This is an optimization exercise on Yosys and OpenROAD, whose aim is small area, a short achievable clock period and few clock cycles per item, not a production implementation.
Only simulation tests tie the RTL to the original design; equivalence was not proved.
Power is estimated from default activity; no workload was simulated.

===== design/flow/config.mk =====
export PLATFORM = sky130hd
export DESIGN_NAME = dot_engine_top
export DESIGN_NICKNAME = dot_engine_top
export VERILOG_FILES = /design/flow/design.v
export SDC_FILE = /design/flow/constraint.sdc
export NUM_CORES = 4
export LEC_CHECK = 0
export CAP_MARGIN = 20
export CORE_MARGIN = 2
export CORE_UTILIZATION = 50
export CTS_CLUSTER_DIAMETER = 80
export CTS_CLUSTER_SIZE = 30
export SETUP_SLACK_MARGIN = 2.6
export SLEW_MARGIN = 20

===== design/flow/constraint.sdc =====
create_clock -name core_clock -period 5.0 [get_ports {clk}]
set_input_delay 1.0000 -clock core_clock [delete_from_list [all_inputs] [get_ports {clk}]]
set_output_delay 1.0000 -clock core_clock [all_outputs]
set_load 0.01 [all_outputs]

===== design/flow/design.v =====
`default_nettype none
package dot_pkg;
  localparam int N_LANES = 4;
  localparam int LANE_W = 8;
  localparam int WORD_W = N_LANES * LANE_W;
  localparam int RES_W = 32;
  localparam int ACC_W = 22;
  localparam int VEC_DEPTH = 16;
  localparam int ADDR_W = 4;
endpackage
`default_nettype wire
`default_nettype none
module dp_unit (
  input wire logic clk,
  input wire logic [31:0] act_data,
  input wire logic [31:0] w_word,
  input wire logic enc_load,
  input wire logic cut_vld,
  output logic [21:0] x_out,
  output logic [21:0] y_out
);
  logic [3:0][3:0] one_q;
  logic [3:0][3:0] two_q;
  logic [3:0][3:0] neg_q;
  logic [3:0][3:0] one_d;
  logic [3:0][3:0] two_d;
  logic [3:0][3:0] neg_d;
  for (genvar i = 0; i < 4; i++) begin : g_enc_lane
    for (genvar k = 0; k < 4; k++) begin : g_enc_digit
      logic b2, b1, b0;
      assign b2 = w_word[i*8 + 2*k + 1];
      assign b1 = w_word[i*8 + 2*k];
      if (k == 0) begin : g_lsb
        assign b0 = 1'b0;
      end else begin : g_mid
        assign b0 = w_word[i*8 + 2*k - 1];
      end
      assign one_d[i][k] = b1 ^ b0;
      assign two_d[i][k] = (b2 & ~b1 & ~b0) | (~b2 & b1 & b0);
      assign neg_d[i][k] = b2;
    end
  end
  always_ff @(posedge clk) begin
    if (enc_load) begin
      one_q <= one_d;
      two_q <= two_d;
      neg_q <= neg_d;
    end
  end
  logic [3:0][2:0] ncnt;
  for (genvar k = 0; k < 4; k++) begin : g_ncnt
    assign ncnt[k] = 3'(neg_q[0][k]) + 3'(neg_q[1][k]) + 3'(neg_q[2][k]) + 3'(neg_q[3][k]);
  end
  logic [3:0][3:0][8:0] pp;
  for (genvar i = 0; i < 4; i++) begin : g_pp_lane
    logic [8:0] a1, a2;
    assign a1 = {act_data[i*8 + 7], act_data[i*8 +: 8]};
    assign a2 = {act_data[i*8 +: 8], 1'b0};
    for (genvar k = 0; k < 4; k++) begin : g_pp_digit
      assign pp[i][k] = ({9{one_q[i][k]}} & a1 | {9{two_q[i][k]}} & a2) ^ {9{neg_q[i][k]}};
    end
  end
  logic sb0_1;
  logic cb0_2;
  logic sb0_3;
  logic cb0_4;
  logic sb0_5;
  logic cb0_6;
  logic sb0_7;
  logic cb0_8;
  logic sb0_9;
  logic cb0_10;
  logic sb0_11;
  logic cb0_12;
  logic sb0_13;
  logic cb0_14;
  logic sb0_15;
  logic cb0_16;
  logic sb0_17;
  logic cb0_18;
  logic sb0_19;
  logic cb0_20;
  logic sb0_21;
  logic cb0_22;
  logic sb0_23;
  logic cb0_24;
  logic sb0_25;
  logic cb0_26;
  logic sb0_27;
  logic cb0_28;
  logic sb0_29;
  logic cb0_30;
  logic sb0_31;
  logic cb0_32;
  logic sb1_33;
  logic cb1_34;
  logic sb1_35;
  logic cb1_36;
  logic sb1_37;
  logic cb1_38;
  logic sb1_39;
  logic cb1_40;
  logic sb1_41;
  logic cb1_42;
  logic sb1_43;
  logic cb1_44;
  logic sb1_45;
  logic cb1_46;
  logic sb1_47;
  logic cb1_48;
  logic sb1_49;
  logic cb1_50;
  logic sb1_51;
  logic cb1_52;
  logic sb1_53;
  logic cb1_54;
  logic sb1_55;
  logic cb1_56;
  logic sb1_57;
  logic cb1_58;
  logic sb1_59;
  logic cb1_60;
  logic sb1_61;
  logic cb1_62;
  logic sb1_63;
  logic cb1_64;
  logic sb1_65;
  logic cb1_66;
  logic sb1_67;
  logic cb1_68;
  logic sb1_69;
  logic cb1_70;
  logic sb1_71;
  logic cb1_72;
  logic sb1_73;
  logic cb1_74;
  logic sb1_75;
  logic cb1_76;
  logic sb1_77;
  logic cb1_78;
  logic sb1_79;
  logic cb1_80;
  logic sb1_81;
  logic cb1_82;
  logic sb1_83;
  logic cb1_84;
  logic sb1_85;
  logic cb1_86;
  logic sb1_87;
  logic cb1_88;
  logic sb1_89;
  logic cb1_90;
  logic sb1_91;
  logic cb1_92;
  logic sb1_93;
  logic cb1_94;
  logic sb1_95;
  logic cb1_96;
  logic sb1_97;
  logic cb1_98;
  logic sc0_99;
  logic cc0_100;
  logic sc0_101;
  logic cc0_102;
  logic sc0_103;
  logic cc0_104;
  logic sc0_105;
  logic cc0_106;
  logic sc0_107;
  logic cc0_108;
  logic sc0_109;
  logic cc0_110;
  logic sc0_111;
  logic cc0_112;
  logic sc0_113;
  logic cc0_114;
  logic sc0_115;
  logic cc0_116;
  logic sc0_117;
  logic cc0_118;
  logic sc0_119;
  logic cc0_120;
  logic sc0_121;
  logic cc0_122;
  logic sc0_123;
  logic cc0_124;
  logic sc0_125;
  logic cc0_126;
  logic sc0_127;
  logic cc0_128;
  logic sc0_129;
  logic cc0_130;
  logic sc0_131;
  logic cc0_132;
  logic sc0_133;
  logic cc0_134;
  logic sc0_135;
  logic cc0_136;
  logic sc0_137;
  logic cc0_138;
  logic sc0_139;
  logic cc0_140;
  logic sc0_141;
  logic cc0_142;
  logic sc0_143;
  logic cc0_144;
  logic sc0_145;
  logic cc0_146;
  logic sc0_147;
  logic cc0_148;
  logic sc0_149;
  logic cc0_150;
  logic sc0_151;
  logic cc0_152;
  logic sc0_153;
  logic cc0_154;
  logic sc0_155;
  logic cc0_156;
  logic sc0_157;
  logic cc0_158;
  logic sc0_159;
  logic cc0_160;
  logic sc0_161;
  logic cc0_162;
  logic sc0_163;
  logic cc0_164;
  logic sc0_165;
  logic cc0_166;
  logic sc1_167;
  logic cc1_168;
  logic sc1_169;
  logic cc1_170;
  logic sc1_171;
  logic cc1_172;
  logic sc1_173;
  logic cc1_174;
  logic sc1_175;
  logic cc1_176;
  logic sc1_177;
  logic cc1_178;
  logic sc1_179;
  logic cc1_180;
  logic sc1_181;
  logic cc1_182;
  logic sc1_183;
  logic cc1_184;
  logic sc1_185;
  logic cc1_186;
  logic sc1_187;
  logic cc1_188;
  logic sc1_189;
  logic cc1_190;
  logic sc1_191;
  logic cc1_192;
  logic sc1_193;
  logic cc1_194;
  logic sc1_195;
  logic cc1_196;
  logic sc1_197;
  logic cc1_198;
  logic sc1_199;
  logic cc1_200;
  logic sc1_201;
  logic cc1_202;
  logic sc1_203;
  logic cc1_204;
  logic sc1_205;
  logic cc1_206;
  logic sc1_207;
  logic cc1_208;
  logic sc1_209;
  logic cc1_210;
  logic sc1_211;
  logic cc1_212;
  logic sc1_213;
  logic cc1_214;
  logic sc1_215;
  logic cc1_216;
  logic sc1_217;
  logic cc1_218;
  logic sc1_219;
  logic cc1_220;
  logic sc1_221;
  logic cc1_222;
  logic sc2_223;
  logic cc2_224;
  logic sc2_225;
  logic cc2_226;
  logic sc2_227;
  logic cc2_228;
  logic sc2_229;
  logic cc2_230;
  logic sc2_231;
  logic cc2_232;
  logic sc2_233;
  logic cc2_234;
  logic sc2_235;
  logic cc2_236;
  logic sc2_237;
  logic cc2_238;
  logic sc2_239;
  logic cc2_240;
  logic sc2_241;
  logic cc2_242;
  logic sc2_243;
  logic cc2_244;
  logic sc2_245;
  logic cc2_246;
  logic sc2_247;
  logic cc2_248;
  logic sc2_249;
  logic cc2_250;
  logic sc2_251;
  logic cc2_252;
  logic sc2_253;
  logic cc2_254;
  logic sc3_255;
  logic cc3_256;
  logic sc3_257;
  logic cc3_258;
  logic sc3_259;
  logic cc3_260;
  logic sc3_261;
  logic cc3_262;
  logic sc3_263;
  logic cc3_264;
  logic sc3_265;
  logic cc3_266;
  logic sc3_267;
  logic cc3_268;
  logic sc3_269;
  logic cc3_270;
  logic sc3_271;
  logic cc3_272;
  logic sc3_273;
  logic cc3_274;
  logic sc3_275;
  logic cc3_276;
  logic sc3_277;
  logic cc3_278;
  logic sc3_279;
  logic cc3_280;
  logic sc3_281;
  logic cc3_282;
  logic sc3_283;
  logic cc3_284;
  logic sc3_285;
  logic cc3_286;
  assign sb0_1 = pp[0][0][4] ^ pp[0][1][2];
  assign cb0_2 = pp[0][0][4] & pp[0][1][2];
  assign sb0_3 = pp[0][0][5] ^ pp[0][1][3];
  assign cb0_4 = pp[0][0][5] & pp[0][1][3];
  assign sb0_5 = pp[0][0][6] ^ pp[0][1][4] ^ pp[0][2][2];
  assign cb0_6 = (pp[0][0][6] & pp[0][1][4]) | (pp[0][0][6] & pp[0][2][2]) | (pp[0][1][4] & pp[0][2][2]);
  assign sb0_7 = pp[0][3][0] ^ pp[1][0][6] ^ pp[1][1][4];
  assign cb0_8 = (pp[0][3][0] & pp[1][0][6]) | (pp[0][3][0] & pp[1][1][4]) | (pp[1][0][6] & pp[1][1][4]);
  assign sb0_9 = pp[1][2][2] ^ pp[1][3][0] ^ pp[2][0][6];
  assign cb0_10 = (pp[1][2][2] & pp[1][3][0]) | (pp[1][2][2] & pp[2][0][6]) | (pp[1][3][0] & pp[2][0][6]);
  assign sb0_11 = pp[0][0][7] ^ pp[0][1][5] ^ pp[0][2][3];
  assign cb0_12 = (pp[0][0][7] & pp[0][1][5]) | (pp[0][0][7] & pp[0][2][3]) | (pp[0][1][5] & pp[0][2][3]);
  assign sb0_13 = pp[0][3][1] ^ pp[1][0][7] ^ pp[1][1][5];
  assign cb0_14 = (pp[0][3][1] & pp[1][0][7]) | (pp[0][3][1] & pp[1][1][5]) | (pp[1][0][7] & pp[1][1][5]);
  assign sb0_15 = pp[1][2][3] ^ pp[1][3][1] ^ pp[2][0][7];
  assign cb0_16 = (pp[1][2][3] & pp[1][3][1]) | (pp[1][2][3] & pp[2][0][7]) | (pp[1][3][1] & pp[2][0][7]);
  assign sb0_17 = pp[2][1][5] ^ pp[2][2][3];
  assign cb0_18 = pp[2][1][5] & pp[2][2][3];
  assign sb0_19 = ~pp[0][0][8] ^ pp[0][1][6] ^ pp[0][2][4];
  assign cb0_20 = (~pp[0][0][8] & pp[0][1][6]) | (~pp[0][0][8] & pp[0][2][4]) | (pp[0][1][6] & pp[0][2][4]);
  assign sb0_21 = pp[0][3][2] ^ ~pp[1][0][8] ^ pp[1][1][6];
  assign cb0_22 = (pp[0][3][2] & ~pp[1][0][8]) | (pp[0][3][2] & pp[1][1][6]) | (~pp[1][0][8] & pp[1][1][6]);
  assign sb0_23 = pp[1][2][4] ^ pp[1][3][2] ^ ~pp[2][0][8];
  assign cb0_24 = (pp[1][2][4] & pp[1][3][2]) | (pp[1][2][4] & ~pp[2][0][8]) | (pp[1][3][2] & ~pp[2][0][8]);
  assign sb0_25 = pp[2][1][6] ^ pp[2][2][4] ^ pp[2][3][2];
  assign cb0_26 = (pp[2][1][6] & pp[2][2][4]) | (pp[2][1][6] & pp[2][3][2]) | (pp[2][2][4] & pp[2][3][2]);
  assign sb0_27 = pp[0][1][7] ^ pp[0][2][5] ^ pp[0][3][3];
  assign cb0_28 = (pp[0][1][7] & pp[0][2][5]) | (pp[0][1][7] & pp[0][3][3]) | (pp[0][2][5] & pp[0][3][3]);
  assign sb0_29 = pp[1][1][7] ^ pp[1][2][5];
  assign cb0_30 = pp[1][1][7] & pp[1][2][5];
  assign sb0_31 = ~pp[0][1][8] ^ pp[0][2][6] ^ pp[0][3][4];
  assign cb0_32 = (~pp[0][1][8] & pp[0][2][6]) | (~pp[0][1][8] & pp[0][3][4]) | (pp[0][2][6] & pp[0][3][4]);
  assign sb1_33 = pp[0][0][2] ^ pp[0][1][0];
  assign cb1_34 = pp[0][0][2] & pp[0][1][0];
  assign sb1_35 = pp[0][0][3] ^ pp[0][1][1];
  assign cb1_36 = pp[0][0][3] & pp[0][1][1];
  assign sb1_37 = pp[0][2][0] ^ pp[1][0][4] ^ pp[1][1][2];
  assign cb1_38 = (pp[0][2][0] & pp[1][0][4]) | (pp[0][2][0] & pp[1][1][2]) | (pp[1][0][4] & pp[1][1][2]);
  assign sb1_39 = pp[1][2][0] ^ pp[2][0][4] ^ pp[2][1][2];
  assign cb1_40 = (pp[1][2][0] & pp[2][0][4]) | (pp[1][2][0] & pp[2][1][2]) | (pp[2][0][4] & pp[2][1][2]);
  assign sb1_41 = pp[2][2][0] ^ pp[3][0][4];
  assign cb1_42 = pp[2][2][0] & pp[3][0][4];
  assign sb1_43 = pp[0][2][1] ^ pp[1][0][5] ^ pp[1][1][3];
  assign cb1_44 = (pp[0][2][1] & pp[1][0][5]) | (pp[0][2][1] & pp[1][1][3]) | (pp[1][0][5] & pp[1][1][3]);
  assign sb1_45 = pp[1][2][1] ^ pp[2][0][5] ^ pp[2][1][3];
  assign cb1_46 = (pp[1][2][1] & pp[2][0][5]) | (pp[1][2][1] & pp[2][1][3]) | (pp[2][0][5] & pp[2][1][3]);
  assign sb1_47 = pp[2][2][1] ^ pp[3][0][5] ^ pp[3][1][3];
  assign cb1_48 = (pp[2][2][1] & pp[3][0][5]) | (pp[2][2][1] & pp[3][1][3]) | (pp[3][0][5] & pp[3][1][3]);
  assign sb1_49 = pp[3][2][1] ^ ncnt[2][1];
  assign cb1_50 = pp[3][2][1] & ncnt[2][1];
  assign sb1_51 = pp[2][1][4] ^ pp[2][2][2] ^ pp[2][3][0];
  assign cb1_52 = (pp[2][1][4] & pp[2][2][2]) | (pp[2][1][4] & pp[2][3][0]) | (pp[2][2][2] & pp[2][3][0]);
  assign sb1_53 = pp[3][0][6] ^ pp[3][1][4] ^ pp[3][2][2];
  assign cb1_54 = (pp[3][0][6] & pp[3][1][4]) | (pp[3][0][6] & pp[3][2][2]) | (pp[3][1][4] & pp[3][2][2]);
  assign sb1_55 = pp[3][3][0] ^ ncnt[2][2] ^ ncnt[3][0];
  assign cb1_56 = (pp[3][3][0] & ncnt[2][2]) | (pp[3][3][0] & ncnt[3][0]) | (ncnt[2][2] & ncnt[3][0]);
  assign sb1_57 = cb0_4 ^ sb0_5 ^ sb0_7;
  assign cb1_58 = (cb0_4 & sb0_5) | (cb0_4 & sb0_7) | (sb0_5 & sb0_7);
  assign sb1_59 = pp[2][3][1] ^ pp[3][0][7] ^ pp[3][1][5];
  assign cb1_60 = (pp[2][3][1] & pp[3][0][7]) | (pp[2][3][1] & pp[3][1][5]) | (pp[3][0][7] & pp[3][1][5]);
  assign sb1_61 = pp[3][2][3] ^ pp[3][3][1] ^ ncnt[3][1];
  assign cb1_62 = (pp[3][2][3] & pp[3][3][1]) | (pp[3][2][3] & ncnt[3][1]) | (pp[3][3][1] & ncnt[3][1]);
  assign sb1_63 = cb0_6 ^ cb0_8 ^ cb0_10;
  assign cb1_64 = (cb0_6 & cb0_8) | (cb0_6 & cb0_10) | (cb0_8 & cb0_10);
  assign sb1_65 = sb0_11 ^ sb0_13 ^ sb0_15;
  assign cb1_66 = (sb0_11 & sb0_13) | (sb0_11 & sb0_15) | (sb0_13 & sb0_15);
  assign sb1_67 = ~pp[3][0][8] ^ pp[3][1][6] ^ pp[3][2][4];
  assign cb1_68 = (~pp[3][0][8] & pp[3][1][6]) | (~pp[3][0][8] & pp[3][2][4]) | (pp[3][1][6] & pp[3][2][4]);
  assign sb1_69 = pp[3][3][2] ^ ncnt[3][2] ^ cb0_12;
  assign cb1_70 = (pp[3][3][2] & ncnt[3][2]) | (pp[3][3][2] & cb0_12) | (ncnt[3][2] & cb0_12);
  assign sb1_71 = cb0_14 ^ cb0_16 ^ cb0_18;
  assign cb1_72 = (cb0_14 & cb0_16) | (cb0_14 & cb0_18) | (cb0_16 & cb0_18);
  assign sb1_73 = sb0_19 ^ sb0_21 ^ sb0_23;
  assign cb1_74 = (sb0_19 & sb0_21) | (sb0_19 & sb0_23) | (sb0_21 & sb0_23);
  assign sb1_75 = pp[1][3][3] ^ pp[2][1][7] ^ pp[2][2][5];
  assign cb1_76 = (pp[1][3][3] & pp[2][1][7]) | (pp[1][3][3] & pp[2][2][5]) | (pp[2][1][7] & pp[2][2][5]);
  assign sb1_77 = pp[2][3][3] ^ pp[3][1][7] ^ pp[3][2][5];
  assign cb1_78 = (pp[2][3][3] & pp[3][1][7]) | (pp[2][3][3] & pp[3][2][5]) | (pp[3][1][7] & pp[3][2][5]);
  assign sb1_79 = pp[3][3][3] ^ cb0_20 ^ cb0_22;
  assign cb1_80 = (pp[3][3][3] & cb0_20) | (pp[3][3][3] & cb0_22) | (cb0_20 & cb0_22);
  assign sb1_81 = cb0_24 ^ cb0_26 ^ sb0_27;
  assign cb1_82 = (cb0_24 & cb0_26) | (cb0_24 & sb0_27) | (cb0_26 & sb0_27);
  assign sb1_83 = ~pp[1][1][8] ^ pp[1][2][6] ^ pp[1][3][4];
  assign cb1_84 = (~pp[1][1][8] & pp[1][2][6]) | (~pp[1][1][8] & pp[1][3][4]) | (pp[1][2][6] & pp[1][3][4]);
  assign sb1_85 = ~pp[2][1][8] ^ pp[2][2][6] ^ pp[2][3][4];
  assign cb1_86 = (~pp[2][1][8] & pp[2][2][6]) | (~pp[2][1][8] & pp[2][3][4]) | (pp[2][2][6] & pp[2][3][4]);
  assign sb1_87 = ~pp[3][1][8] ^ pp[3][2][6] ^ pp[3][3][4];
  assign cb1_88 = (~pp[3][1][8] & pp[3][2][6]) | (~pp[3][1][8] & pp[3][3][4]) | (pp[3][2][6] & pp[3][3][4]);
  assign sb1_89 = 1'b1 ^ cb0_28 ^ cb0_30;
  assign cb1_90 = (1'b1 & cb0_28) | (1'b1 & cb0_30) | (cb0_28 & cb0_30);
  assign sb1_91 = pp[0][2][7] ^ pp[0][3][5] ^ pp[1][2][7];
  assign cb1_92 = (pp[0][2][7] & pp[0][3][5]) | (pp[0][2][7] & pp[1][2][7]) | (pp[0][3][5] & pp[1][2][7]);
  assign sb1_93 = pp[1][3][5] ^ pp[2][2][7] ^ pp[2][3][5];
  assign cb1_94 = (pp[1][3][5] & pp[2][2][7]) | (pp[1][3][5] & pp[2][3][5]) | (pp[2][2][7] & pp[2][3][5]);
  assign sb1_95 = pp[3][2][7] ^ pp[3][3][5];
  assign cb1_96 = pp[3][2][7] & pp[3][3][5];
  assign sb1_97 = ~pp[0][2][8] ^ pp[0][3][6] ^ ~pp[1][2][8];
  assign cb1_98 = (~pp[0][2][8] & pp[0][3][6]) | (~pp[0][2][8] & ~pp[1][2][8]) | (pp[0][3][6] & ~pp[1][2][8]);
  assign sc0_99 = cut_q[10] ^ cut_q[11] ^ cut_q[12];
  assign cc0_100 = (cut_q[10] & cut_q[11]) | (cut_q[10] & cut_q[12]) | (cut_q[11] & cut_q[12]);
  assign sc0_101 = cut_q[13] ^ cut_q[14];
  assign cc0_102 = cut_q[13] & cut_q[14];
  assign sc0_103 = cut_q[19] ^ cut_q[20] ^ cut_q[21];
  assign cc0_104 = (cut_q[19] & cut_q[20]) | (cut_q[19] & cut_q[21]) | (cut_q[20] & cut_q[21]);
  assign sc0_105 = cut_q[22] ^ cut_q[23] ^ cut_q[24];
  assign cc0_106 = (cut_q[22] & cut_q[23]) | (cut_q[22] & cut_q[24]) | (cut_q[23] & cut_q[24]);
  assign sc0_107 = cut_q[25] ^ cut_q[26];
  assign cc0_108 = cut_q[25] & cut_q[26];
  assign sc0_109 = cut_q[28] ^ cut_q[29] ^ cut_q[30];
  assign cc0_110 = (cut_q[28] & cut_q[29]) | (cut_q[28] & cut_q[30]) | (cut_q[29] & cut_q[30]);
  assign sc0_111 = cut_q[31] ^ cut_q[32] ^ cut_q[33];
  assign cc0_112 = (cut_q[31] & cut_q[32]) | (cut_q[31] & cut_q[33]) | (cut_q[32] & cut_q[33]);
  assign sc0_113 = cut_q[34] ^ cut_q[35] ^ cut_q[36];
  assign cc0_114 = (cut_q[34] & cut_q[35]) | (cut_q[34] & cut_q[36]) | (cut_q[35] & cut_q[36]);
  assign sc0_115 = cut_q[37] ^ cut_q[38] ^ cut_q[39];
  assign cc0_116 = (cut_q[37] & cut_q[38]) | (cut_q[37] & cut_q[39]) | (cut_q[38] & cut_q[39]);
  assign sc0_117 = cut_q[40] ^ cut_q[41] ^ cut_q[42];
  assign cc0_118 = (cut_q[40] & cut_q[41]) | (cut_q[40] & cut_q[42]) | (cut_q[41] & cut_q[42]);
  assign sc0_119 = cut_q[43] ^ cut_q[44] ^ cut_q[45];
  assign cc0_120 = (cut_q[43] & cut_q[44]) | (cut_q[43] & cut_q[45]) | (cut_q[44] & cut_q[45]);
  assign sc0_121 = cut_q[46] ^ cut_q[47] ^ cut_q[48];
  assign cc0_122 = (cut_q[46] & cut_q[47]) | (cut_q[46] & cut_q[48]) | (cut_q[47] & cut_q[48]);
  assign sc0_123 = cut_q[49] ^ cut_q[50] ^ cut_q[51];
  assign cc0_124 = (cut_q[49] & cut_q[50]) | (cut_q[49] & cut_q[51]) | (cut_q[50] & cut_q[51]);
  assign sc0_125 = cut_q[52] ^ cut_q[53] ^ cut_q[54];
  assign cc0_126 = (cut_q[52] & cut_q[53]) | (cut_q[52] & cut_q[54]) | (cut_q[53] & cut_q[54]);
  assign sc0_127 = cut_q[55] ^ cut_q[56] ^ cut_q[57];
  assign cc0_128 = (cut_q[55] & cut_q[56]) | (cut_q[55] & cut_q[57]) | (cut_q[56] & cut_q[57]);
  assign sc0_129 = cut_q[58] ^ cut_q[59] ^ cut_q[60];
  assign cc0_130 = (cut_q[58] & cut_q[59]) | (cut_q[58] & cut_q[60]) | (cut_q[59] & cut_q[60]);
  assign sc0_131 = cut_q[61] ^ cut_q[62] ^ cut_q[63];
  assign cc0_132 = (cut_q[61] & cut_q[62]) | (cut_q[61] & cut_q[63]) | (cut_q[62] & cut_q[63]);
  assign sc0_133 = cut_q[64] ^ cut_q[65] ^ cut_q[66];
  assign cc0_134 = (cut_q[64] & cut_q[65]) | (cut_q[64] & cut_q[66]) | (cut_q[65] & cut_q[66]);
  assign sc0_135 = cut_q[67] ^ cut_q[68] ^ cut_q[69];
  assign cc0_136 = (cut_q[67] & cut_q[68]) | (cut_q[67] & cut_q[69]) | (cut_q[68] & cut_q[69]);
  assign sc0_137 = cut_q[70] ^ cut_q[71] ^ cut_q[72];
  assign cc0_138 = (cut_q[70] & cut_q[71]) | (cut_q[70] & cut_q[72]) | (cut_q[71] & cut_q[72]);
  assign sc0_139 = cut_q[73] ^ cut_q[74] ^ cut_q[75];
  assign cc0_140 = (cut_q[73] & cut_q[74]) | (cut_q[73] & cut_q[75]) | (cut_q[74] & cut_q[75]);
  assign sc0_141 = cut_q[76] ^ cut_q[77] ^ cut_q[78];
  assign cc0_142 = (cut_q[76] & cut_q[77]) | (cut_q[76] & cut_q[78]) | (cut_q[77] & cut_q[78]);
  assign sc0_143 = cut_q[79] ^ cut_q[80] ^ cut_q[81];
  assign cc0_144 = (cut_q[79] & cut_q[80]) | (cut_q[79] & cut_q[81]) | (cut_q[80] & cut_q[81]);
  assign sc0_145 = cut_q[82] ^ cut_q[83] ^ cut_q[84];
  assign cc0_146 = (cut_q[82] & cut_q[83]) | (cut_q[82] & cut_q[84]) | (cut_q[83] & cut_q[84]);
  assign sc0_147 = cut_q[85] ^ cut_q[86] ^ cut_q[87];
  assign cc0_148 = (cut_q[85] & cut_q[86]) | (cut_q[85] & cut_q[87]) | (cut_q[86] & cut_q[87]);
  assign sc0_149 = cut_q[88] ^ cut_q[89] ^ cut_q[90];
  assign cc0_150 = (cut_q[88] & cut_q[89]) | (cut_q[88] & cut_q[90]) | (cut_q[89] & cut_q[90]);
  assign sc0_151 = 1'b1 ^ cut_q[91] ^ cut_q[92];
  assign cc0_152 = (1'b1 & cut_q[91]) | (1'b1 & cut_q[92]) | (cut_q[91] & cut_q[92]);
  assign sc0_153 = cut_q[93] ^ cut_q[94] ^ cut_q[95];
  assign cc0_154 = (cut_q[93] & cut_q[94]) | (cut_q[93] & cut_q[95]) | (cut_q[94] & cut_q[95]);
  assign sc0_155 = cut_q[96] ^ cut_q[97] ^ cut_q[98];
  assign cc0_156 = (cut_q[96] & cut_q[97]) | (cut_q[96] & cut_q[98]) | (cut_q[97] & cut_q[98]);
  assign sc0_157 = cut_q[99] ^ cut_q[100] ^ cut_q[101];
  assign cc0_158 = (cut_q[99] & cut_q[100]) | (cut_q[99] & cut_q[101]) | (cut_q[100] & cut_q[101]);
  assign sc0_159 = cut_q[102] ^ cut_q[103] ^ cut_q[104];
  assign cc0_160 = (cut_q[102] & cut_q[103]) | (cut_q[102] & cut_q[104]) | (cut_q[103] & cut_q[104]);
  assign sc0_161 = cut_q[105] ^ cut_q[106] ^ cut_q[107];
  assign cc0_162 = (cut_q[105] & cut_q[106]) | (cut_q[105] & cut_q[107]) | (cut_q[106] & cut_q[107]);
  assign sc0_163 = cut_q[108] ^ cut_q[109] ^ cut_q[110];
  assign cc0_164 = (cut_q[108] & cut_q[109]) | (cut_q[108] & cut_q[110]) | (cut_q[109] & cut_q[110]);
  assign sc0_165 = cut_q[111] ^ 1'b1;
  assign cc0_166 = cut_q[111] & 1'b1;
  assign sc1_167 = cut_q[0] ^ cut_q[1];
  assign cc1_168 = cut_q[0] & cut_q[1];
  assign sc1_169 = cut_q[5] ^ cut_q[6] ^ cut_q[7];
  assign cc1_170 = (cut_q[5] & cut_q[6]) | (cut_q[5] & cut_q[7]) | (cut_q[6] & cut_q[7]);
  assign sc1_171 = cut_q[15] ^ cut_q[16] ^ cut_q[17];
  assign cc1_172 = (cut_q[15] & cut_q[16]) | (cut_q[15] & cut_q[17]) | (cut_q[16] & cut_q[17]);
  assign sc1_173 = cut_q[18] ^ sc0_99;
  assign cc1_174 = cut_q[18] & sc0_99;
  assign sc1_175 = cut_q[27] ^ cc0_100 ^ cc0_102;
  assign cc1_176 = (cut_q[27] & cc0_100) | (cut_q[27] & cc0_102) | (cc0_100 & cc0_102);
  assign sc1_177 = sc0_103 ^ sc0_105 ^ sc0_107;
  assign cc1_178 = (sc0_103 & sc0_105) | (sc0_103 & sc0_107) | (sc0_105 & sc0_107);
  assign sc1_179 = cc0_104 ^ cc0_106 ^ cc0_108;
  assign cc1_180 = (cc0_104 & cc0_106) | (cc0_104 & cc0_108) | (cc0_106 & cc0_108);
  assign sc1_181 = sc0_109 ^ sc0_111 ^ sc0_113;
  assign cc1_182 = (sc0_109 & sc0_111) | (sc0_109 & sc0_113) | (sc0_111 & sc0_113);
  assign sc1_183 = cc0_110 ^ cc0_112 ^ cc0_114;
  assign cc1_184 = (cc0_110 & cc0_112) | (cc0_110 & cc0_114) | (cc0_112 & cc0_114);
  assign sc1_185 = sc0_115 ^ sc0_117 ^ sc0_119;
  assign cc1_186 = (sc0_115 & sc0_117) | (sc0_115 & sc0_119) | (sc0_117 & sc0_119);
  assign sc1_187 = cc0_116 ^ cc0_118 ^ cc0_120;
  assign cc1_188 = (cc0_116 & cc0_118) | (cc0_116 & cc0_120) | (cc0_118 & cc0_120);
  assign sc1_189 = sc0_121 ^ sc0_123 ^ sc0_125;
  assign cc1_190 = (sc0_121 & sc0_123) | (sc0_121 & sc0_125) | (sc0_123 & sc0_125);
  assign sc1_191 = cc0_122 ^ cc0_124 ^ cc0_126;
  assign cc1_192 = (cc0_122 & cc0_124) | (cc0_122 & cc0_126) | (cc0_124 & cc0_126);
  assign sc1_193 = sc0_127 ^ sc0_129 ^ sc0_131;
  assign cc1_194 = (sc0_127 & sc0_129) | (sc0_127 & sc0_131) | (sc0_129 & sc0_131);
  assign sc1_195 = cc0_128 ^ cc0_130 ^ cc0_132;
  assign cc1_196 = (cc0_128 & cc0_130) | (cc0_128 & cc0_132) | (cc0_130 & cc0_132);
  assign sc1_197 = sc0_133 ^ sc0_135 ^ sc0_137;
  assign cc1_198 = (sc0_133 & sc0_135) | (sc0_133 & sc0_137) | (sc0_135 & sc0_137);
  assign sc1_199 = cc0_134 ^ cc0_136 ^ cc0_138;
  assign cc1_200 = (cc0_134 & cc0_136) | (cc0_134 & cc0_138) | (cc0_136 & cc0_138);
  assign sc1_201 = sc0_139 ^ sc0_141 ^ sc0_143;
  assign cc1_202 = (sc0_139 & sc0_141) | (sc0_139 & sc0_143) | (sc0_141 & sc0_143);
  assign sc1_203 = cc0_140 ^ cc0_142 ^ cc0_144;
  assign cc1_204 = (cc0_140 & cc0_142) | (cc0_140 & cc0_144) | (cc0_142 & cc0_144);
  assign sc1_205 = sc0_145 ^ sc0_147 ^ sc0_149;
  assign cc1_206 = (sc0_145 & sc0_147) | (sc0_145 & sc0_149) | (sc0_147 & sc0_149);
  assign sc1_207 = cc0_146 ^ cc0_148 ^ cc0_150;
  assign cc1_208 = (cc0_146 & cc0_148) | (cc0_146 & cc0_150) | (cc0_148 & cc0_150);
  assign sc1_209 = sc0_151 ^ sc0_153 ^ sc0_155;
  assign cc1_210 = (sc0_151 & sc0_153) | (sc0_151 & sc0_155) | (sc0_153 & sc0_155);
  assign sc1_211 = cc0_152 ^ cc0_154 ^ cc0_156;
  assign cc1_212 = (cc0_152 & cc0_154) | (cc0_152 & cc0_156) | (cc0_154 & cc0_156);
  assign sc1_213 = sc0_157 ^ sc0_159 ^ sc0_161;
  assign cc1_214 = (sc0_157 & sc0_159) | (sc0_157 & sc0_161) | (sc0_159 & sc0_161);
  assign sc1_215 = cut_q[112] ^ cc0_158 ^ cc0_160;
  assign cc1_216 = (cut_q[112] & cc0_158) | (cut_q[112] & cc0_160) | (cc0_158 & cc0_160);
  assign sc1_217 = cc0_162 ^ sc0_163 ^ sc0_165;
  assign cc1_218 = (cc0_162 & sc0_163) | (cc0_162 & sc0_165) | (sc0_163 & sc0_165);
  assign sc1_219 = cut_q[113] ^ cut_q[114] ^ cut_q[115];
  assign cc1_220 = (cut_q[113] & cut_q[114]) | (cut_q[113] & cut_q[115]) | (cut_q[114] & cut_q[115]);
  assign sc1_221 = cut_q[116] ^ cc0_164 ^ cc0_166;
  assign cc1_222 = (cut_q[116] & cc0_164) | (cut_q[116] & cc0_166) | (cc0_164 & cc0_166);
  assign sc2_223 = cut_q[2] ^ cut_q[3];
  assign cc2_224 = cut_q[2] & cut_q[3];
  assign sc2_225 = cut_q[8] ^ cut_q[9] ^ cc1_168;
  assign cc2_226 = (cut_q[8] & cut_q[9]) | (cut_q[8] & cc1_168) | (cut_q[9] & cc1_168);
  assign sc2_227 = sc0_101 ^ cc1_170 ^ sc1_171;
  assign cc2_228 = (sc0_101 & cc1_170) | (sc0_101 & sc1_171) | (cc1_170 & sc1_171);
  assign sc2_229 = cc1_172 ^ cc1_174 ^ sc1_175;
  assign cc2_230 = (cc1_172 & cc1_174) | (cc1_172 & sc1_175) | (cc1_174 & sc1_175);
  assign sc2_231 = cc1_176 ^ cc1_178 ^ sc1_179;
  assign cc2_232 = (cc1_176 & cc1_178) | (cc1_176 & sc1_179) | (cc1_178 & sc1_179);
  assign sc2_233 = cc1_180 ^ cc1_182 ^ sc1_183;
  assign cc2_234 = (cc1_180 & cc1_182) | (cc1_180 & sc1_183) | (cc1_182 & sc1_183);
  assign sc2_235 = cc1_184 ^ cc1_186 ^ sc1_187;
  assign cc2_236 = (cc1_184 & cc1_186) | (cc1_184 & sc1_187) | (cc1_186 & sc1_187);
  assign sc2_237 = cc1_188 ^ cc1_190 ^ sc1_191;
  assign cc2_238 = (cc1_188 & cc1_190) | (cc1_188 & sc1_191) | (cc1_190 & sc1_191);
  assign sc2_239 = cc1_192 ^ cc1_194 ^ sc1_195;
  assign cc2_240 = (cc1_192 & cc1_194) | (cc1_192 & sc1_195) | (cc1_194 & sc1_195);
  assign sc2_241 = cc1_196 ^ cc1_198 ^ sc1_199;
  assign cc2_242 = (cc1_196 & cc1_198) | (cc1_196 & sc1_199) | (cc1_198 & sc1_199);
  assign sc2_243 = cc1_200 ^ cc1_202 ^ sc1_203;
  assign cc2_244 = (cc1_200 & cc1_202) | (cc1_200 & sc1_203) | (cc1_202 & sc1_203);
  assign sc2_245 = cc1_204 ^ cc1_206 ^ sc1_207;
  assign cc2_246 = (cc1_204 & cc1_206) | (cc1_204 & sc1_207) | (cc1_206 & sc1_207);
  assign sc2_247 = cc1_208 ^ cc1_210 ^ sc1_211;
  assign cc2_248 = (cc1_208 & cc1_210) | (cc1_208 & sc1_211) | (cc1_210 & sc1_211);
  assign sc2_249 = cc1_212 ^ cc1_214 ^ sc1_215;
  assign cc2_250 = (cc1_212 & cc1_214) | (cc1_212 & sc1_215) | (cc1_214 & sc1_215);
  assign sc2_251 = cc1_216 ^ cc1_218 ^ sc1_219;
  assign cc2_252 = (cc1_216 & cc1_218) | (cc1_216 & sc1_219) | (cc1_218 & sc1_219);
  assign sc2_253 = 1'b1 ^ cc1_220;
  assign cc2_254 = 1'b1 & cc1_220;
  assign sc3_255 = cut_q[4] ^ sc1_167;
  assign cc3_256 = cut_q[4] & sc1_167;
  assign sc3_257 = sc1_169 ^ cc2_224 ^ sc2_225;
  assign cc3_258 = (sc1_169 & cc2_224) | (sc1_169 & sc2_225) | (cc2_224 & sc2_225);
  assign sc3_259 = sc1_173 ^ cc2_226 ^ sc2_227;
  assign cc3_260 = (sc1_173 & cc2_226) | (sc1_173 & sc2_227) | (cc2_226 & sc2_227);
  assign sc3_261 = sc1_177 ^ cc2_228 ^ sc2_229;
  assign cc3_262 = (sc1_177 & cc2_228) | (sc1_177 & sc2_229) | (cc2_228 & sc2_229);
  assign sc3_263 = sc1_181 ^ cc2_230 ^ sc2_231;
  assign cc3_264 = (sc1_181 & cc2_230) | (sc1_181 & sc2_231) | (cc2_230 & sc2_231);
  assign sc3_265 = sc1_185 ^ cc2_232 ^ sc2_233;
  assign cc3_266 = (sc1_185 & cc2_232) | (sc1_185 & sc2_233) | (cc2_232 & sc2_233);
  assign sc3_267 = sc1_189 ^ cc2_234 ^ sc2_235;
  assign cc3_268 = (sc1_189 & cc2_234) | (sc1_189 & sc2_235) | (cc2_234 & sc2_235);
  assign sc3_269 = sc1_193 ^ cc2_236 ^ sc2_237;
  assign cc3_270 = (sc1_193 & cc2_236) | (sc1_193 & sc2_237) | (cc2_236 & sc2_237);
  assign sc3_271 = sc1_197 ^ cc2_238 ^ sc2_239;
  assign cc3_272 = (sc1_197 & cc2_238) | (sc1_197 & sc2_239) | (cc2_238 & sc2_239);
  assign sc3_273 = sc1_201 ^ cc2_240 ^ sc2_241;
  assign cc3_274 = (sc1_201 & cc2_240) | (sc1_201 & sc2_241) | (cc2_240 & sc2_241);
  assign sc3_275 = sc1_205 ^ cc2_242 ^ sc2_243;
  assign cc3_276 = (sc1_205 & cc2_242) | (sc1_205 & sc2_243) | (cc2_242 & sc2_243);
  assign sc3_277 = sc1_209 ^ cc2_244 ^ sc2_245;
  assign cc3_278 = (sc1_209 & cc2_244) | (sc1_209 & sc2_245) | (cc2_244 & sc2_245);
  assign sc3_279 = sc1_213 ^ cc2_246 ^ sc2_247;
  assign cc3_280 = (sc1_213 & cc2_246) | (sc1_213 & sc2_247) | (cc2_246 & sc2_247);
  assign sc3_281 = sc1_217 ^ cc2_248 ^ sc2_249;
  assign cc3_282 = (sc1_217 & cc2_248) | (sc1_217 & sc2_249) | (cc2_248 & sc2_249);
  assign sc3_283 = sc1_221 ^ cc2_250 ^ sc2_251;
  assign cc3_284 = (sc1_221 & cc2_250) | (sc1_221 & sc2_251) | (cc2_250 & sc2_251);
  assign sc3_285 = cc1_222 ^ cc2_252 ^ sc2_253;
  assign cc3_286 = (cc1_222 & cc2_252) | (cc1_222 & sc2_253) | (cc2_252 & sc2_253);
  logic [116:0] cut_q;
  logic [21:0] x_q;
  logic [21:0] y_q;
  always_ff @(posedge clk) begin
      cut_q[0] <= pp[0][0][0];
      cut_q[1] <= pp[1][0][0];
      cut_q[2] <= pp[2][0][0];
      cut_q[3] <= pp[3][0][0];
      cut_q[4] <= ncnt[0][0];
      cut_q[5] <= pp[0][0][1];
      cut_q[6] <= pp[1][0][1];
      cut_q[7] <= pp[2][0][1];
      cut_q[8] <= pp[3][0][1];
      cut_q[9] <= ncnt[0][1];
      cut_q[10] <= pp[1][0][2];
      cut_q[11] <= pp[1][1][0];
      cut_q[12] <= pp[2][0][2];
      cut_q[13] <= pp[2][1][0];
      cut_q[14] <= pp[3][0][2];
      cut_q[15] <= pp[3][1][0];
      cut_q[16] <= ncnt[0][2];
      cut_q[17] <= ncnt[1][0];
      cut_q[18] <= sb1_33;
      cut_q[19] <= pp[1][0][3];
      cut_q[20] <= pp[1][1][1];
      cut_q[21] <= pp[2][0][3];
      cut_q[22] <= pp[2][1][1];
      cut_q[23] <= pp[3][0][3];
      cut_q[24] <= pp[3][1][1];
      cut_q[25] <= ncnt[1][1];
      cut_q[26] <= cb1_34;
      cut_q[27] <= sb1_35;
      cut_q[28] <= pp[3][1][2];
      cut_q[29] <= pp[3][2][0];
      cut_q[30] <= ncnt[1][2];
      cut_q[31] <= ncnt[2][0];
      cut_q[32] <= sb0_1;
      cut_q[33] <= cb1_36;
      cut_q[34] <= sb1_37;
      cut_q[35] <= sb1_39;
      cut_q[36] <= sb1_41;
      cut_q[37] <= cb0_2;
      cut_q[38] <= sb0_3;
      cut_q[39] <= cb1_38;
      cut_q[40] <= cb1_40;
      cut_q[41] <= cb1_42;
      cut_q[42] <= sb1_43;
      cut_q[43] <= sb1_45;
      cut_q[44] <= sb1_47;
      cut_q[45] <= sb1_49;
      cut_q[46] <= sb0_9;
      cut_q[47] <= cb1_44;
      cut_q[48] <= cb1_46;
      cut_q[49] <= cb1_48;
      cut_q[50] <= cb1_50;
      cut_q[51] <= sb1_51;
      cut_q[52] <= sb1_53;
      cut_q[53] <= sb1_55;
      cut_q[54] <= sb1_57;
      cut_q[55] <= sb0_17;
      cut_q[56] <= cb1_52;
      cut_q[57] <= cb1_54;
      cut_q[58] <= cb1_56;
      cut_q[59] <= cb1_58;
      cut_q[60] <= sb1_59;
      cut_q[61] <= sb1_61;
      cut_q[62] <= sb1_63;
      cut_q[63] <= sb1_65;
      cut_q[64] <= sb0_25;
      cut_q[65] <= cb1_60;
      cut_q[66] <= cb1_62;
      cut_q[67] <= cb1_64;
      cut_q[68] <= cb1_66;
      cut_q[69] <= sb1_67;
      cut_q[70] <= sb1_69;
      cut_q[71] <= sb1_71;
      cut_q[72] <= sb1_73;
      cut_q[73] <= sb0_29;
      cut_q[74] <= cb1_68;
      cut_q[75] <= cb1_70;
      cut_q[76] <= cb1_72;
      cut_q[77] <= cb1_74;
      cut_q[78] <= sb1_75;
      cut_q[79] <= sb1_77;
      cut_q[80] <= sb1_79;
      cut_q[81] <= sb1_81;
      cut_q[82] <= sb0_31;
      cut_q[83] <= cb1_76;
      cut_q[84] <= cb1_78;
      cut_q[85] <= cb1_80;
      cut_q[86] <= cb1_82;
      cut_q[87] <= sb1_83;
      cut_q[88] <= sb1_85;
      cut_q[89] <= sb1_87;
      cut_q[90] <= sb1_89;
      cut_q[91] <= cb0_32;
      cut_q[92] <= cb1_84;
      cut_q[93] <= cb1_86;
      cut_q[94] <= cb1_88;
      cut_q[95] <= cb1_90;
      cut_q[96] <= sb1_91;
      cut_q[97] <= sb1_93;
      cut_q[98] <= sb1_95;
      cut_q[99] <= pp[1][3][6];
      cut_q[100] <= ~pp[2][2][8];
      cut_q[101] <= pp[2][3][6];
      cut_q[102] <= ~pp[3][2][8];
      cut_q[103] <= pp[3][3][6];
      cut_q[104] <= cb1_92;
      cut_q[105] <= cb1_94;
      cut_q[106] <= cb1_96;
      cut_q[107] <= sb1_97;
      cut_q[108] <= pp[0][3][7];
      cut_q[109] <= pp[1][3][7];
      cut_q[110] <= pp[2][3][7];
      cut_q[111] <= pp[3][3][7];
      cut_q[112] <= cb1_98;
      cut_q[113] <= ~pp[0][3][8];
      cut_q[114] <= ~pp[1][3][8];
      cut_q[115] <= ~pp[2][3][8];
      cut_q[116] <= ~pp[3][3][8];
  end
  always_ff @(posedge clk) begin
      x_q[0] <= cut_vld & sc2_223;
      x_q[1] <= cut_vld & cc3_256;
      x_q[2] <= cut_vld & cc3_258;
      x_q[3] <= cut_vld & cc3_260;
      x_q[4] <= cut_vld & cc3_262;
      x_q[5] <= cut_vld & cc3_264;
      x_q[6] <= cut_vld & cc3_266;
      x_q[7] <= cut_vld & cc3_268;
      x_q[8] <= cut_vld & cc3_270;
      x_q[9] <= cut_vld & cc3_272;
      x_q[10] <= cut_vld & cc3_274;
      x_q[11] <= cut_vld & cc3_276;
      x_q[12] <= cut_vld & cc3_278;
      x_q[13] <= cut_vld & cc3_280;
      x_q[14] <= cut_vld & cc3_282;
      x_q[15] <= cut_vld & cc3_284;
      x_q[16] <= cut_vld & cc2_254;
      x_q[17] <= cut_vld & 1'b1;
      x_q[18] <= cut_vld & 1'b1;
      x_q[19] <= cut_vld & 1'b1;
      x_q[20] <= cut_vld & 1'b1;
      x_q[21] <= cut_vld & 1'b1;
      y_q[0] <= cut_vld & sc3_255;
      y_q[1] <= cut_vld & sc3_257;
      y_q[2] <= cut_vld & sc3_259;
      y_q[3] <= cut_vld & sc3_261;
      y_q[4] <= cut_vld & sc3_263;
      y_q[5] <= cut_vld & sc3_265;
      y_q[6] <= cut_vld & sc3_267;
      y_q[7] <= cut_vld & sc3_269;
      y_q[8] <= cut_vld & sc3_271;
      y_q[9] <= cut_vld & sc3_273;
      y_q[10] <= cut_vld & sc3_275;
      y_q[11] <= cut_vld & sc3_277;
      y_q[12] <= cut_vld & sc3_279;
      y_q[13] <= cut_vld & sc3_281;
      y_q[14] <= cut_vld & sc3_283;
      y_q[15] <= cut_vld & sc3_285;
      y_q[16] <= cut_vld & cc3_286;
      y_q[17] <= cut_vld & 1'b0;
      y_q[18] <= cut_vld & 1'b0;
      y_q[19] <= cut_vld & 1'b0;
      y_q[20] <= cut_vld & 1'b0;
      y_q[21] <= cut_vld & 1'b0;
  end
  assign x_out = x_q;
  assign y_out = y_q;
endmodule
`default_nettype wire
`default_nettype none
module weight_buffer (
  input wire logic clk,
  input wire logic wr_en,
  input wire logic [dot_pkg::ADDR_W-1:0] wr_addr,
  input wire logic [dot_pkg::WORD_W-1:0] wr_data,
  input wire logic [dot_pkg::VEC_DEPTH-1:0] rd_sel,
  output logic [dot_pkg::WORD_W-1:0] rd_data
);
  logic [dot_pkg::WORD_W-1:0] mem [dot_pkg::VEC_DEPTH];
  always_ff @(posedge clk) begin
    if (wr_en) begin
      mem[wr_addr] <= wr_data;
    end
  end
  always_comb begin
    rd_data = '0;
    for (int k = 0; k < dot_pkg::VEC_DEPTH; k++) begin
      rd_data = rd_data | (mem[k] & {dot_pkg::WORD_W{rd_sel[k]}});
    end
  end
endmodule
`default_nettype wire
`default_nettype none
module dot_accumulator (
  input wire logic clk,
  input wire logic clear,
  input wire logic [dot_pkg::ACC_W-1:0] x_in,
  input wire logic [dot_pkg::ACC_W-1:0] y_in,
  output logic signed [dot_pkg::RES_W-1:0] acc
);
  logic [dot_pkg::ACC_W-1:0] acc_q;
  logic [dot_pkg::ACC_W-1:0] s3;
  logic [dot_pkg::ACC_W-1:0] c3;
  assign acc = dot_pkg::RES_W'($signed(acc_q));
  assign s3 = acc_q ^ x_in ^ y_in;
  assign c3 = (acc_q & x_in) | (acc_q & y_in) | (x_in & y_in);
  always_ff @(posedge clk) begin
    if (clear) begin
      acc_q <= '0;
    end else begin
      acc_q <= s3 + {c3[dot_pkg::ACC_W-2:0], 1'b0};
    end
  end
endmodule
`default_nettype wire
`default_nettype none
module dot_ctrl (
  input wire logic clk,
  input wire logic reset,
  input wire logic start,
  input wire logic [dot_pkg::ADDR_W-1:0] vec_last,
  input wire logic act_valid,
  input wire logic w_wr,
  input wire logic [dot_pkg::ADDR_W-1:0] w_addr,
  output logic busy,
  output logic done,
  output logic buf_wr_en,
  output logic [dot_pkg::VEC_DEPTH-1:0] rd_sel,
  output logic enc_load,
  output logic w0_bypass,
  output logic acc_clear,
  output logic cut_vld
);
  logic busy_q;
  logic strm_q;
  logic [dot_pkg::VEC_DEPTH-1:0] ptr_q;
  logic [dot_pkg::VEC_DEPTH-1:0] last_q;
  logic [dot_pkg::VEC_DEPTH-1:0] rsel_q;
  logic [dot_pkg::VEC_DEPTH-1:0] ptr_d;
  logic busy_d;
  logic done_q;
  logic [1:0] vld_q;
  logic [1:0] fin_q;
  logic is_idle;
  logic accept;
  logic finish;
  logic is_last;
  assign is_idle = !busy_q;
  assign accept = act_valid && strm_q;
  assign finish = vld_q[1] && fin_q[1];
  assign busy = busy_q;
  assign done = done_q;
  assign buf_wr_en = w_wr && is_idle;
  assign rd_sel = rsel_q;
  assign enc_load = is_idle || accept;
  assign w0_bypass = is_idle && w_wr && (w_addr == '0);
  assign is_last = |(ptr_q & last_q);
  assign acc_clear = start && is_idle;
  assign cut_vld = vld_q[0];
  always_comb begin
    busy_d = busy_q;
    ptr_d = ptr_q;
    if (is_idle) begin
      if (start) begin
        busy_d = 1'b1;
        ptr_d = dot_pkg::VEC_DEPTH'(1);
      end
    end else begin
      if (accept) begin
        ptr_d = ptr_q << 1;
      end
      if (finish) begin
        busy_d = 1'b0;
      end
    end
  end
  always_ff @(posedge clk) begin
    if (reset) begin
      busy_q <= 1'b0;
      strm_q <= 1'b0;
      ptr_q <= '0;
      rsel_q <= dot_pkg::VEC_DEPTH'(1);
      last_q <= '0;
      done_q <= 1'b0;
      vld_q <= '0;
      fin_q <= '0;
    end else begin
      done_q <= finish;
      vld_q <= {vld_q[0], accept};
      fin_q <= {fin_q[0], accept && is_last};
      busy_q <= busy_d;
      ptr_q <= ptr_d;
      rsel_q <= busy_d ? (ptr_d << 1) : dot_pkg::VEC_DEPTH'(1);
      if (is_idle) begin
        if (start) begin
          strm_q <= 1'b1;
          last_q <= dot_pkg::VEC_DEPTH'(1) << vec_last;
        end
      end else if (accept && is_last) begin
        strm_q <= 1'b0;
      end
    end
  end
endmodule
`default_nettype wire
`default_nettype none
module dot_engine_top (
  input wire logic clk,
  input wire logic reset,
  input wire logic w_wr,
  input wire logic [dot_pkg::ADDR_W-1:0] w_addr,
  input wire logic [dot_pkg::WORD_W-1:0] w_data,
  input wire logic start,
  input wire logic [dot_pkg::ADDR_W-1:0] vec_last,
  input wire logic act_valid,
  input wire logic [dot_pkg::WORD_W-1:0] act_data,
  output logic busy,
  output logic done,
  output logic signed [dot_pkg::RES_W-1:0] result
);
  logic buf_wr_en;
  logic [dot_pkg::VEC_DEPTH-1:0] rd_sel;
  logic [dot_pkg::WORD_W-1:0] rd_data;
  logic acc_clear;
  logic cut_vld;
  logic enc_load;
  logic w0_bypass;
  logic [dot_pkg::WORD_W-1:0] w_next;
  logic [dot_pkg::ACC_W-1:0] x_sum;
  logic [dot_pkg::ACC_W-1:0] y_sum;
  dot_ctrl dot_ctrl_i (
    .clk, .reset, .start, .vec_last, .act_valid, .w_wr, .w_addr,
    .busy, .done, .buf_wr_en, .rd_sel, .enc_load, .w0_bypass, .acc_clear, .cut_vld
  );
  weight_buffer weight_buffer_i (
    .clk, .wr_en(buf_wr_en), .wr_addr(w_addr), .wr_data(w_data),
    .rd_sel, .rd_data
  );
  assign w_next = w0_bypass ? w_data : rd_data;
  dp_unit dp_unit_i (
    .clk, .act_data, .w_word(w_next), .enc_load, .cut_vld, .x_out(x_sum), .y_out(y_sum)
  );
  dot_accumulator dot_accumulator_i (
    .clk, .clear(acc_clear), .x_in(x_sum), .y_in(y_sum), .acc(result)
  );
endmodule
`default_nettype wire

===== design/flow/run.sh =====
#!/bin/bash
# synth_recipe.tcl (not shown) runs the flow's synth.tcl, then flattens the netlist and writes it again
# the make line also repeats each setting of config.mk as NAME=value (left out here)
make -C /OpenROAD-flow-scripts/flow DESIGN_CONFIG=/design/flow/config.mk WORK_HOME=/design/flow/orfs CLKGATE_MAP_FILE= SYNTH_SCRIPT=/design/flow/synth_recipe.tcl finish

==> impl_metrics.py, run 1 <==
metrics = {
    "drt": {
        "num_vias": 20136,
        "routed_via_density": 6.20,
        "wl_per_cell_um": 28.7,
        "first_pass_iters": 7,
        "drc": 0,
        "drt-total-wl_um": 93200,
        "drtIter0Drc": 2078,
        "postRouteAntennaNets": 0,
    },
    "place": {
        "place_hpwl_um": 57500,
        "placed_cell_area_um2": 35700,
        "gp_congestion": 0.837,
        "io_buffers": 110,
        "dp.cells": 3134,
        "place_ws_ns": 1.03,
    },
    "global_routing": {
        "grt_first_pass_wirelength_um": 136000,
        "grt_pass1_vias": 20141,
        "antenna_found_initial": 3,
        "grt_max_degree": 49,
        "grt_overflow": 0,
        "grtUsageTotal": 0.269,
    },
    "clocking": {
        "clk_latency_ns": 0.63,
        "cts_made_buffers": 38,
        "h-tree-depth": 2,
        "ctsLongestPathBuffers": 3,
        "cts_tree": "done",
        "clk_pin_slew_ns": 0.10,
        "hold_buffers": 0,
        "cts_sinks": 789,
        "clockRootBuffer": "clkbuf_16",
    },
    "min_path": {
        "min_path_type": "reg2reg",
        "worst_hold_path.num_cells": 2,
        "hp-start": "dot_ctrl_i.fin_q[1]",
    },
    "floorplanning": {
        "dieArea_um2": 68900,
        "core_um2": 66000,
        "die_w_um": 262,
        "ios": 111,
        "start_util": 0.506,
        "die_y_um": 262,
        "row_count": 94,
    },
    "logic_synthesis": {
        "synthXorXnorAreaFrac": 0.0435,
        "synthesis.nets": 2542,
        "synth.distinct_cells": 57,
        "synth_top_flop_cell": "edfxtp_1",
        "synth_seq_cells": 789,
        "synth_top_family_by_area": "compound AO/OA/AOI/OAI gates",
        "synth_edf_count": 560,
        "synth_area_leader_cell": "edfxtp_1",
        "synth_area_leaders": "edfxtp_1 (50%), dfxtp_1 (14%), fa_1 (8.8%)",
        "synth_most_common_cell": "edfxtp_1",
        "async_flop_share": 0,
        "synth_top_area_frac": 0.504,
        "synth_compound_area_frac": 0.117,
        "ys_warn_count": 4,
        "netlist_area_um2": 33400,
        "synthMuxAreaShare": 0.0108,
        "syn_avg_cell_area_um2": 14.7,
        "synthTopCellsByCount": "edfxtp_1 (560), dfxtp_1 (229), a22oi_1 (192)",
        "synth-seq-area-share": 0.641,
        "synthAdderAreaFrac": 0.106,
        "synth_cells": 2270,
        "synth-simple-area-share": 0.0490,
    },
    "sta": {
        "max_freq_mhz": 369,
        "fin_ws_ns": 2.29,
        "setup_violations": 0,
        "worst_pin_slew_ns": 0.920,
        "fin_crit_ns": 2.71,
        "fin_skew_ns": 0.0402,
        "rsz0062_at_grt": "true",
        "fin_crit_sh": 0.542,
        "maxSlewHeadroom": 0.386,
        "finalSetupTns_ns": 0,
        "finalHoldViolations": 0,
        "maxSlewViolCount": 0,
    },
    "job": {
        "max-cap-violations": 0,
    },
    "status": {
        "status": "no timing/DRC/antenna violations",
    },
    "finish": {
        "final_layout_size_suffix_gt1_frac": 0.194,
        "num-nets-final": 2633,
        "multi_input_area_um2": 11800,
        "stdcell_area_um2": 38200,
        "fill_cells": 5241,
        "finalNonFillerCells": 3247,
        "ff_latch_area_um2": 21500,
        "area.growth.synth_to_final_pct": 14.5,
    },
    "worst_setup_path": {
        "cp.arrival_ns": 3.24,
        "critPathMaxFanout": 4,
        "reg2reg_depth": 10,
        "reg2reg_from": "dp_unit_i.x_q[1]",
        "cpMaxStageDelayCell": "fa_1",
        "setup.worst_path.end": "dot_accumulator_i.acc_q[19]",
        "critPathTopFamily": "adder cells",
        "cp_num_cells": 10,
        "crit_path_start": "dp_unit_i.x_q[1]",
        "cp_slowest_stage_delay_ns": 0.55,
        "r2r_slack_ns": 2.29,
        "cp_data_required_time_ns": 5.53,
        "path_cells": "fa_1 -> ha_2 -> inv_2 -> fa_2 -> nor2b_2 -> o31a_1 -> o311ai_4 -> and2_4 -> or3b_4 -> nand3_2",
        "timing.critical_path.from_type": "register",
        "worstSetupEndpointType": "register",
        "r2r-end": "dot_accumulator_i.acc_q[19]",
        "critPathBufInv": 1,
        "path_class": "reg2reg",
    },
    "power_and_ir_drop": {
        "power.density_nw_per_um2": 477,
        "finalPower_mw": 18.2,
        "p_leak_nw": 13.5,
        "irDropWorstVdd_mv": 0.435,
    },
}
## worst min path at each step
stage / end / slack (ns)
4_1_cts: dot_ctrl_i.done_q / 0.45
3_5_place_dp: dot_ctrl_i.done_q / 0.43
2_1_floorplan: dp_unit_i.x_q[17] / 0.40
5_1_grt: dot_ctrl_i.fin_q[1] / 0.47
6_report: dot_ctrl_i.done_q / 0.44
3_3_place_gp: dot_ctrl_i.fin_q[1] / 0.42
## worst reg2reg max path, stage by stage, from the launching register on
cell	delay, ns
dfxtp_2	0.35
fa_1	0.55
ha_2	0.19
inv_2	0.04
fa_2	0.34
nor2b_2	0.14
o31a_1	0.31
o311ai_4	0.12
and2_4	0.18
or3b_4	0.37
nand3_2	0.07
## registers in the layout (all words and copies together) (netlist names)
| register | flops |
|---|---|
| dot_ctrl_i.strm_q | 1 |
| dot_ctrl_i.ptr_q | 16 |
| dp_unit_i.two_q | 16 |
| dp_unit_i.cut_q | 117 |
| dot_ctrl_i.busy_q | 1 |
| dot_accumulator_i.acc_q | 22 |
| dp_unit_i.neg_q | 16 |
| dot_ctrl_i.fin_q | 2 |
| dp_unit_i.x_q | 18 |
| dot_ctrl_i.done_q | 1 |
| dot_ctrl_i.last_q | 16 |
| dot_ctrl_i.vld_q | 2 |
| weight_buffer_i.mem | 512 |
| dot_ctrl_i.rsel_q | 16 |
| dp_unit_i.y_q | 17 |
| dp_unit_i.one_q | 16 |
## through the flow
step / util / hold slack [ns]
after floorplan: - / 0.398
after global placement: 0.542 / 0.418
after detailed placement: 0.542 / 0.432
after CTS: 0.574 / 0.446
after global routing: 0.579 / 0.466
final: 0.579 / 0.443
## cell families (layout without fill, tap and decap cells)
kind of cell / after synthesis / count (layout)
flip-flops: 789 / 789
other: 0 / 2
adder cells (fa/ha/maj): 195 / 195
AND/OR/NAND/NOR: 313 / 315
multiplexers: 32 / 32
buffers and inverters: 274 / 383
XOR/XNOR: 166 / 166
AO/OA/AOI/OAI: 501 / 501
## cell usage in the layout (no fill, tap or decap), drive strengths merged, types with 34 or more instances in the layout
master         count
nor2              83
inv              122
dfxtp            229
xor2              42
nor2b             37
ha                49
fa               146
buf              102
a22o              98
dlygate4sd2       46
a22oi            192
xnor2            124
nand4             34
a221oi            99
clkbuf            47
nand2             39
clkdlybuf4s50     49
edfxtp           560
## metal layers
| layer | GRT usage | part of all wire | up-vias |
|---|---|---|---|
| met4 | 0.114 | 0.048 | 4 |
| met2 | 0.467 | 0.51 | 817 |
| met1 | 0.343 | 0.38 | 10499 |
| met3 | 0.0327 | 0.063 | 198 |
| li1 | - | - | 8618 |
| met5 | 0 | 0.00031 | - |
## cell type report
class                      count  area share
sequential                   789       0.563
multi-input combinational   1209       0.308
timing repair buffer         211      0.0557
tap                          864      0.0283
clock buffer                  41      0.0260
inverter                     112      0.0111
clock inverter                19     0.00733
antenna                        2    0.000131
## timing repair
item / in CTS / in global routing
pin swaps: 63 / 44
buffers inserted: 27 / 17
cloned: 7 / 0
gates resized for setup: 234 / 87
setup endpoints to repair: 549 / 92
## power by group
group          switching, mW  internal, mW  total, mW
Sequential             0.581          7.66       8.24
Clock                   2.23          1.56       3.79
Combinational           3.35          2.84       6.19
Total                   6.17          12.1       18.2
Testbench counts, summed over its fixed seeds: cycles 14,859, items 1,280.
==> inputs of run 2 (changes only) <==
--- a/design/flow/config.mk
+++ b/design/flow/config.mk
@@ -8,7 +8,5 @@
 export CAP_MARGIN = 20
 export CORE_MARGIN = 2
 export CORE_UTILIZATION = 50
-export CTS_CLUSTER_DIAMETER = 80
-export CTS_CLUSTER_SIZE = 30
 export SETUP_SLACK_MARGIN = 2.6
 export SLEW_MARGIN = 20
==> impl_metrics.py, run 2 <==
metrics = {
    "logic_synthesis": {
        "synth_edf_count": 560,
        "synth_seq_cells": 789,
        "synth_top_flop_cell": "edfxtp_1",
        "synthTopCellsByCount": "edfxtp_1 (560), dfxtp_1 (229), a22oi_1 (192)",
        "synth_top_area_frac": 0.504,
        "synth_area_leaders": "edfxtp_1 (50%), dfxtp_1 (14%), fa_1 (8.8%)",
        "synth_most_common_cell": "edfxtp_1",
        "netlist_area_um2": 33400,
        "synthesis.nets": 2542,
        "synth_area_leader_cell": "edfxtp_1",
        "ys_warn_count": 4,
        "synth-seq-area-share": 0.641,
        "synth_cells": 2270,
        "async_flop_share": 0,
        "synth.distinct_cells": 57,
        "syn_avg_cell_area_um2": 14.7,
    },
    "worst_setup_path": {
        "critPathTopFamily": "adder cells",
        "critPathMaxFanout": 4,
        "critPathBufInv": 1,
        "reg2reg_from": "dp_unit_i.x_q[1]",
        "path_cells": "fa_1 -> ha_2 -> inv_2 -> fa_2 -> nor2b_2 -> o31a_1 -> o311ai_2 -> a211o_1 -> a211o_1 -> nand2_1",
        "cp_num_cells": 10,
        "setup.worst_path.end": "dot_accumulator_i.acc_q[21]",
        "reg2reg_depth": 10,
        "worstSetupEndpointType": "register",
        "timing.critical_path.from_type": "register",
        "r2r_slack_ns": 2.34,
        "cpMaxStageDelayCell": "fa_1",
        "cp_slowest_stage_delay_ns": 0.55,
        "cp_data_required_time_ns": 5.57,
        "crit_top_cell": "a211o_1",
        "path_class": "reg2reg",
        "crit_path_start": "dp_unit_i.x_q[1]",
        "r2r-end": "dot_accumulator_i.acc_q[21]",
        "cp.arrival_ns": 3.23,
    },
    "power_and_ir_drop": {
        "finalPower_mw": 21.1,
        "irDropWorstVdd_mv": 0.398,
        "power.density_nw_per_um2": 531,
        "p_leak_nw": 14.3,
    },
    "sta": {
        "finalHoldViolations": 0,
        "finalSetupTns_ns": 0,
        "fin_crit_ns": 2.66,
        "rsz0062_at_grt": "true",
        "setup_violations": 0,
        "maxSlewViolCount": 0,
        "worst_pin_slew_ns": 0.917,
        "max_freq_mhz": 376,
        "fin_crit_sh": 0.532,
        "fin_ws_ns": 2.34,
        "maxSlewHeadroom": 0.388,
        "fin_skew_ns": 0.0309,
    },
    "finish": {
        "largest_reg_flops": 512,
        "multi_input_area_um2": 11700,
        "area.growth.synth_to_final_pct": 19.0,
        "finalNonFillerCells": 3337,
        "num-nets-final": 2673,
        "reg_top3": "weight_buffer_i.mem: 512 flops, dp_unit_i.cut_q: 117 flops, dot_accumulator_i.acc_q: 22 flops",
        "ff_latch_area_um2": 21500,
        "fill_cells": 5077,
        "final_cell_mix": "edfxtp_1 (560), a22oi_1 (171), dfxtp_1 (166), xnor2_1 (123), a22o_1 (97)",
        "final_common_cell": "edfxtp_1",
        "largest_register": "weight_buffer_i.mem",
        "final_layout_size_suffix_gt1_frac": 0.206,
    },
    "clocking": {
        "clockRootBuffer": "clkbuf_16",
        "cts_tree": "done",
        "cts_made_buffers": 85,
        "cts_sinks": 789,
        "clk_latency_ns": 0.65,
        "h-tree-depth": 3,
        "ctsLongestPathBuffers": 3,
        "clk_pin_slew_ns": 0.06,
        "hold_buffers": 0,
    },
    "floorplanning": {
        "die_y_um": 262,
        "row_count": 94,
        "core_um2": 66000,
        "die_w_um": 262,
        "dieArea_um2": 68900,
        "start_util": 0.506,
        "ios": 111,
    },
    "status": {
        "status": "no timing/DRC/antenna violations",
    },
    "place": {
        "io_buffers": 110,
        "gp_congestion": 0.837,
        "place_ws_ns": 1.03,
        "place_hpwl_um": 57500,
        "dp.cells": 3134,
    },
    "global_routing": {
        "grt_first_pass_wirelength_um": 138000,
        "grt_max_degree": 49,
        "antenna_found_initial": 5,
        "grt_overflow": 0,
        "grt_pass1_vias": 20565,
        "grtUsageTotal": 0.273,
    },
    "job": {
        "max-cap-violations": 0,
    },
    "drt": {
        "first_pass_iters": 5,
        "drc": 0,
        "drtIter0Drc": 2023,
        "drt-total-wl_um": 93900,
        "postRouteAntennaNets": 0,
        "wl_per_cell_um": 28.1,
        "routed_via_density": 6.09,
        "num_vias": 20337,
    },
    "min_path": {
        "min_path_type": "reg2reg",
    },
}
==> run 2: power by group <==
| group | switching, mW | leakage (nW) | internal (mW) |
|---|---|---|---|
| sequential | 0.587 | 7.03 | 7.66 |
| combinational | 3.37 | 5.76 | 2.85 |
| clock | 2.65 | 1.47 | 3.99 |
==> run 2: repair_timing <==
action	4_1_cts	5_1_grt
pin swaps	70	48
setup buffers	25	14
gates resized for setup	219	74
endpoints found under the setup margin	537	68
cloned	5	0
==> run 2: worst min path at each step <==
stage	from	depth (start not counted)	endpoint	slack, ns
5_1_grt	dot_ctrl_i.fin_q[0]	1	dot_ctrl_i.fin_q[1]	0.46
3_5_place_dp	dot_ctrl_i.fin_q[1]	2	dot_ctrl_i.done_q	0.43
3_3_place_gp	dot_ctrl_i.fin_q[0]	1	dot_ctrl_i.fin_q[1]	0.42
6_report	dot_ctrl_i.fin_q[1]	2	dot_ctrl_i.done_q	0.44
2_1_floorplan	dot_ctrl_i.vld_q[0]	0	dp_unit_i.x_q[17]	0.40
4_1_cts	dot_ctrl_i.fin_q[1]	2	dot_ctrl_i.done_q	0.44
==> run 2: logic make-up after synthesis <==
family,synth area share
fa+ha+maj,0.106
mux,0.0108
xor+xnor,0.0435
flops,0.641
buf+inv,0.0329
simple gates,0.0490
compound gates,0.117
==> run 2: worst register-to-register path, stage by stage, from the launching register on <==
cell      delay, ns
dfxtp_2        0.34
fa_1           0.55
ha_2           0.19
inv_2          0.04
fa_2           0.34
nor2b_2        0.14
o31a_1         0.27
o311ai_2       0.13
a211o_1        0.30
a211o_1        0.26
nand2_1        0.05
==> run 2: per-stage QoR <==
step           area [um^2]  hold WS, ns  utilization
2_1_floorplan        33900        0.398            -
3_3_place_gp         35700        0.418        0.542
3_5_place_dp         35700        0.432        0.542
4_1_cts              39400        0.440        0.598
5_1_grt              39800        0.459        0.602
6_report             39800        0.437        0.602
==> run 2: area by class of cell <==
type | instances | share of cell area
Sequential cell | 789 | 0.541
Tap cell | 864 | 0.0272
Inverter | 112 | 0.0107
Clock inverter | 51 | 0.0173
Clock buffer | 107 | 0.0582
Timing Repair Buffer | 204 | 0.0507
Antenna cell | 1 | 0.0000630
Multi-Input combinational cell | 1209 | 0.295
==> run 2: routing by layer <==
layer	track usage	routed length (um)	up-vias
met3	0.0387	6700	226
met4	0.128	4610	4
met5	0	29	-
met1	0.346	35300	10427
li1	-	-	8762
met2	0.467	47200	918

-- re-timing with driven ports --
How much do the figures lean on ideal ports? The routed layouts below were timed once more, with nothing changed but the port constraints.
Step 1 sets driving cells, clkbuf_16 on the clock port and buf_2 on the other inputs (assumed; they add their load-dependent delay and slew).
Step 2, shift: input delay + t, output delay - t, t = (earliest + latest rising clock arrival at the registers) / 2. This alone moves slack from input paths to output paths.
Slacks: ideal ports / drivers / drivers and shift; pairs: ideal ports / drivers.
run	shift t [ns]	setup WS [ns]
run 1	0.668	2.288 / 2.288 / 1.878
run 2	0.700	2.338 / 2.338 / 1.952
After both steps setup and hold are still met in every run listed.
